Source: an optimization exercise on an open RTL-to-GDS flow (aim: small area, a short achievable clock period and few clock cycles per item). Production flows keep margins and buffers that such runs may drop. Power and IR drop assume default switching activity.

==> module cltfp_scaler, before the edit <==
module cltfp_scaler (
  input  logic              clk,
  input  logic              rst,
  input  logic              rst_now,    
  input  logic              load,       
  input  cltfp_pkg::job_t   ljob,
  output logic              free,       
  output logic              busy,       
  input  logic [15:0]       em_scale,
  input  logic [3:0]        em_msb,     
  input  logic              em_nb,      
  output logic              res_valid,
  input  logic              pop,
  output logic [31:0]       px_value,
  output logic              invalid
);
  logic             stepping;    
  logic             adding;      
  logic             em;
  logic [13:0]      frac;
  logic [3:0]       bit_idx;
  logic [13:0]      fb;          
  logic [13:0]      rem;
  logic [15:0]      quo;         
  logic [1:0]       qd_last;     
  logic [15:0]      t0, t1, t2;
  logic [1:0]       qd;
  logic [13:0]      rem_next;
  logic [15:0]      quo_now;
  logic [32:0]      sum;
  logic [3:0]       bit_next;
  logic             sbit_next;
  assign free = !busy;
  logic [3:0] lstart;
  logic       lsteps;
  assign lstart = ljob.em ? em_msb : 4'd8;
  assign lsteps = (ljob.frac != 14'd0) && !ljob.sat && !ljob.ovf && (lstart != 4'd0);
  always_comb begin
    t0 = {1'b0, rem, 1'b0} + {2'b0, fb};
    t1 = {1'b0, rem, 1'b0} + {2'b0, fb} - 16'd10000;
    t2 = {1'b0, rem, 1'b0} + {2'b0, fb} - 16'd20000;
    if (!t2[15])      begin qd = 2'd2; rem_next = t2[13:0]; end
    else if (!t1[15]) begin qd = 2'd1; rem_next = t1[13:0]; end
    else              begin qd = 2'd0; rem_next = t0[13:0]; end
    quo_now   = quo + {14'b0, qd_last};
    sum       = {1'b0, px_value} + {17'b0, quo} + {31'b0, qd_last};
    bit_next  = bit_idx - 4'd1;
    sbit_next = em ? em_scale[bit_next] : (bit_next == 4'd8);
  end
  always_ff @(posedge clk) begin
    if (rst || rst_now) begin
      busy      <= 1'b0;
      stepping  <= 1'b0;
      adding    <= 1'b0;
      res_valid <= 1'b0;
    end else if (load) begin
      busy      <= 1'b1;
      stepping  <= lsteps;
      adding    <= 1'b0;
      res_valid <= !lsteps;
    end else if (stepping) begin
      if (bit_idx == 4'd0) begin
        stepping <= 1'b0;
        adding   <= 1'b1;
      end
    end else if (adding) begin
      adding    <= 1'b0;
      res_valid <= 1'b1;
    end else if (res_valid && pop) begin
      busy      <= 1'b0;
      res_valid <= 1'b0;
    end
  end
  always_ff @(posedge clk) begin
    if (load) begin
      em       <= ljob.em;
      frac     <= ljob.frac;
      bit_idx  <= lstart - 4'd1;
      fb       <= (ljob.em && em_nb) ? ljob.frac : 14'd0;
      rem      <= ljob.frac;
      quo      <= '0;
      qd_last  <= '0;
      px_value <= (ljob.sat || ljob.ovf) ? 32'hFFFF_FFFF : ljob.intp;
      invalid  <= ljob.inv;
    end else if (stepping) begin
      bit_idx  <= bit_next;
      fb       <= sbit_next ? frac : 14'd0;
      rem      <= rem_next;
      quo      <= {quo_now[14:0], 1'b0};
      qd_last  <= qd;
    end else if (adding) begin
      px_value <= sum[32] ? 32'hFFFF_FFFF : sum[31:0];
    end
  end
endmodule
==> module css_length_to_fixed_px, before the edit <==
module css_length_to_fixed_px #(
  parameter int FRAC_DIGITS = 4
) (
  input  logic        clk,
  input  logic        rst,
  input  logic        push,
  output logic        full,
  input  logic [7:0]  char_code,
  input  logic        is_end,
  output logic        empty,
  input  logic        pop,
  output logic [31:0] px_value,
  output logic        invalid,
  input  logic        em_to_px_we,
  input  logic [15:0] em_to_px
);
  logic [15:0] em_scale;
  logic [3:0]  em_msb;
  logic       i_v, i_end, i_dig, i_dot, i_spc, i_e, i_m;
  logic [3:0] i_d;
  logic       step;
  cltfp_pkg::job_t fjob, wjob;
  logic [31:0]     iem;
  logic            iem_ovf;
  logic            w_v, w_ready, w_push;
  logic            e_free, e_load, e_busy;
  logic            res_valid;
  logic irst;
  always_ff @(posedge clk) begin
    irst <= rst;
  end
  assign full   = irst || (i_v && i_end && w_v && (e_busy || !w_ready));
  assign step   = i_v && !full;
  assign empty  = !res_valid;
  always_ff @(posedge clk) begin
    if (rst) begin
      em_scale <= 16'h1000;
    end else if (em_to_px_we) begin
      em_scale <= em_to_px;
    end
  end
  logic [3:0] msb_c;
  logic       em_nb;
  always_comb begin
    msb_c = 4'd0;
    for (int k = 1; k < 16; k++)
      if (em_scale[k]) msb_c = 4'(k);
  end
  always_ff @(posedge clk) begin
    em_msb <= msb_c;
    em_nb  <= (msb_c != 4'd0) && em_scale[msb_c - 4'd1];
  end
  always_ff @(posedge clk) begin
    if (irst) begin
      i_v <= 1'b0;
    end else if (!full) begin
      i_v <= push;
    end
  end
  always_ff @(posedge clk) begin
    if (!full) begin
      i_end <= is_end;
      i_dig <= (char_code >= CHR_ZERO) && (char_code <= CHR_NINE);
      i_dot <= (char_code == CHR_DOT);
      i_spc <= (char_code == CHR_SPACE);
      i_e   <= (char_code == CHR_E);
      i_m   <= (char_code == CHR_M);
      i_d   <= char_code[3:0];
    end
  end
  cltfp_front u_front (
    .clk         (clk),
    .rst         (irst),
    .step        (step),
    .i_end       (i_end),
    .i_dig       (i_dig),
    .i_dot       (i_dot),
    .i_spc       (i_spc),
    .i_e         (i_e),
    .i_m         (i_m),
    .i_d         (i_d),
    .em_scale    (em_scale),
    .job         (fjob),
    .iem_out     (iem),
    .iem_ovf_out (iem_ovf)
  );
  assign w_push = step && i_end;
  assign e_load = w_ready && e_free;
  cltfp_job_queue u_queue (
    .clk     (clk),
    .rst     (irst),
    .push    (w_push),
    .wdata   (fjob),
    .iem     (iem),
    .iem_ovf (iem_ovf),
    .pop     (e_load),
    .rdata   (wjob),
    .valid   (w_v),
    .ready   (w_ready)
  );
  cltfp_scaler u_scaler (
    .clk       (clk),
    .rst       (irst),
    .rst_now   (rst),
    .load      (e_load),
    .ljob      (wjob),
    .free      (e_free),
    .busy      (e_busy),
    .em_scale  (em_scale),
    .em_msb    (em_msb),
    .em_nb     (em_nb),
    .res_valid (res_valid),
    .pop       (pop),
    .px_value  (px_value),
    .invalid   (invalid)
  );
endmodule
==> flow/config.mk <==
export PLATFORM = sky130hd
export DESIGN_NAME = css_length_to_fixed_px
export DESIGN_NICKNAME = css_length_to_fixed_px
export VERILOG_FILES = /design/flow/design.v
export SDC_FILE = /design/flow/constraint.sdc
export NUM_CORES = 4
export LEC_CHECK = 0
export ABC_CLOCK_PERIOD_IN_PS = 3000
export CAP_MARGIN = 20
export CORE_MARGIN = 2
export CORE_UTILIZATION = 40
export SLEW_MARGIN = 20
==> flow/constraint.sdc <==
create_clock -name core_clock -period 10.0 [get_ports {clk}]
set_input_delay 2.0000 -clock core_clock [delete_from_list [all_inputs] [get_ports {clk}]]
set_output_delay 2.0000 -clock core_clock [all_outputs]
set_load 0.01 [all_outputs]
standard.sh (not shown) runs the stock make flow with config.mk's settings and CLKGATE_MAP_FILE= SYNTH_SCRIPT=/design/flow/synth_recipe.tcl, a recipe that flattens the netlist after the stock synthesis.
==> flow/flow/run.sh <==
#!/bin/bash
set -euo pipefail
bash standard.sh SETUP_SLACK_MARGIN=6 finish > standard_flow.log 2>&1
Next try:
--- a/flow/design.v
+++ b/flow/design.v
@@ -240,7 +240,6 @@
 module cltfp_scaler (
   input  logic              clk,
   input  logic              rst,
-  input  logic              rst_now,    
   input  logic              load,       
   input  cltfp_pkg::job_t   ljob,
   output logic              free,       
@@ -258,14 +257,17 @@
   logic             em;
   logic [13:0]      frac;
   logic [3:0]       bit_idx;
-  logic [13:0]      fb;          
+  logic             sbit;        
   logic [13:0]      rem;
-  logic [15:0]      quo;         
   logic [1:0]       qd_last;     
   logic [15:0]      t0, t1, t2;
   logic [1:0]       qd;
   logic [13:0]      rem_next;
-  logic [15:0]      quo_now;
+  logic [3:0]       qpos;        
+  logic [16:0]      csum0, csum1, csum2;
+  logic [16:0]      ccar0, ccar1, ccar2;
+  logic [15:0]      x2r;
+  logic [15:0]      xfb;
   logic [32:0]      sum;
   logic [3:0]       bit_next;
   logic             sbit_next;
@@ -275,19 +277,26 @@
   assign lstart = ljob.em ? em_msb : 4'd8;
   assign lsteps = (ljob.frac != 14'd0) && !ljob.sat && !ljob.ovf && (lstart != 4'd0);
   always_comb begin
-    t0 = {1'b0, rem, 1'b0} + {2'b0, fb};
-    t1 = {1'b0, rem, 1'b0} + {2'b0, fb} - 16'd10000;
-    t2 = {1'b0, rem, 1'b0} + {2'b0, fb} - 16'd20000;
+    x2r   = {1'b0, rem, 1'b0};
+    xfb   = sbit ? {2'b0, frac} : 16'd0;
+    t0    = x2r + xfb;
+    csum1 = 17'(x2r ^ xfb ^ 16'(-16'sd10000));
+    ccar1 = {((x2r & xfb) | (x2r & 16'(-16'sd10000)) | (xfb & 16'(-16'sd10000))), 1'b0};
+    t1    = csum1[15:0] + ccar1[15:0];
+    csum2 = 17'(x2r ^ xfb ^ 16'(-16'sd20000));
+    ccar2 = {((x2r & xfb) | (x2r & 16'(-16'sd20000)) | (xfb & 16'(-16'sd20000))), 1'b0};
+    t2    = csum2[15:0] + ccar2[15:0];
+    csum0 = '0;
+    ccar0 = '0;
     if (!t2[15])      begin qd = 2'd2; rem_next = t2[13:0]; end
     else if (!t1[15]) begin qd = 2'd1; rem_next = t1[13:0]; end
     else              begin qd = 2'd0; rem_next = t0[13:0]; end
-    quo_now   = quo + {14'b0, qd_last};
-    sum       = {1'b0, px_value} + {17'b0, quo} + {31'b0, qd_last};
+    sum       = {1'b0, px_value} + (33'(qd_last) << qpos);
     bit_next  = bit_idx - 4'd1;
     sbit_next = em ? em_scale[bit_next] : (bit_next == 4'd8);
   end
   always_ff @(posedge clk) begin
-    if (rst || rst_now) begin
+    if (rst) begin
       busy      <= 1'b0;
       stepping  <= 1'b0;
       adding    <= 1'b0;
@@ -315,18 +324,19 @@
       em       <= ljob.em;
       frac     <= ljob.frac;
       bit_idx  <= lstart - 4'd1;
-      fb       <= (ljob.em && em_nb) ? ljob.frac : 14'd0;
+      sbit     <= ljob.em && em_nb;
+      qpos     <= lstart;
       rem      <= ljob.frac;
-      quo      <= '0;
       qd_last  <= '0;
       px_value <= (ljob.sat || ljob.ovf) ? 32'hFFFF_FFFF : ljob.intp;
       invalid  <= ljob.inv;
     end else if (stepping) begin
       bit_idx  <= bit_next;
-      fb       <= sbit_next ? frac : 14'd0;
+      qpos     <= bit_idx;
+      sbit     <= sbit_next;
       rem      <= rem_next;
-      quo      <= {quo_now[14:0], 1'b0};
       qd_last  <= qd;
+      px_value <= sum[32] ? 32'hFFFF_FFFF : sum[31:0];
     end else if (adding) begin
       px_value <= sum[32] ? 32'hFFFF_FFFF : sum[31:0];
     end
@@ -366,7 +376,7 @@
   end
   assign full   = irst || (i_v && i_end && w_v && (e_busy || !w_ready));
   assign step   = i_v && !full;
-  assign empty  = !res_valid;
+  assign empty  = irst || !res_valid;
   always_ff @(posedge clk) begin
     if (rst) begin
       em_scale <= 16'h1000;
@@ -436,7 +446,6 @@
   cltfp_scaler u_scaler (
     .clk       (clk),
     .rst       (irst),
-    .rst_now   (rst),
     .load      (e_load),
     .ljob      (wjob),
     .free      (e_free),
What happened: The new run went through all stages and came out clean. Setup slack loses 47 ps. Non-clock buffer count decreases by 41. Via count grows by a few percent. Clock skew stays flat. First-iteration DRC count is lower by about a fifth. Core utilization is lower by 1.5 points. Cell area went down by a few percent. Power came out lower by a few percent. Clock power came out lower by a few percent. Register-to-register slack is better by 40 ps. Die area climbs slightly.
No run of this note included a check of the RTL's function; only the layout flow was run.

-- what the ideal ports hide --
The results above use ideal ports. As a check the final layouts listed here were re-extracted and re-timed, cells and wires unchanged. Step 1: set_driving_cell puts a clkbuf_16 on clk and a buf_2 on each other input, an assumption about the parent block. Step 2 also shifts input and output timing later by t, the mid clock arrival at the registers, as if the neighbouring blocks saw the same clock. Slacks: no drivers / after step 1 / after step 2; pairs: no drivers / after step 1.
| run | t (ns) | slack for setup (ns) | hold WS [ns] | clock arrival spread, ns | pins driven straight from the clock port |
|---|---|---|---|---|---|
| the first run | 0.595 | 6.137 / 6.137 / 6.137 | 0.454 / 0.454 / 0.454 | 0.022 / 0.023 | 1 |
| the second run | 0.597 | 6.090 / 6.038 / 6.184 | 0.454 / 0.454 / 0.454 | 0.023 / 0.022 | 1 |
After both steps every run listed still meets setup and hold.
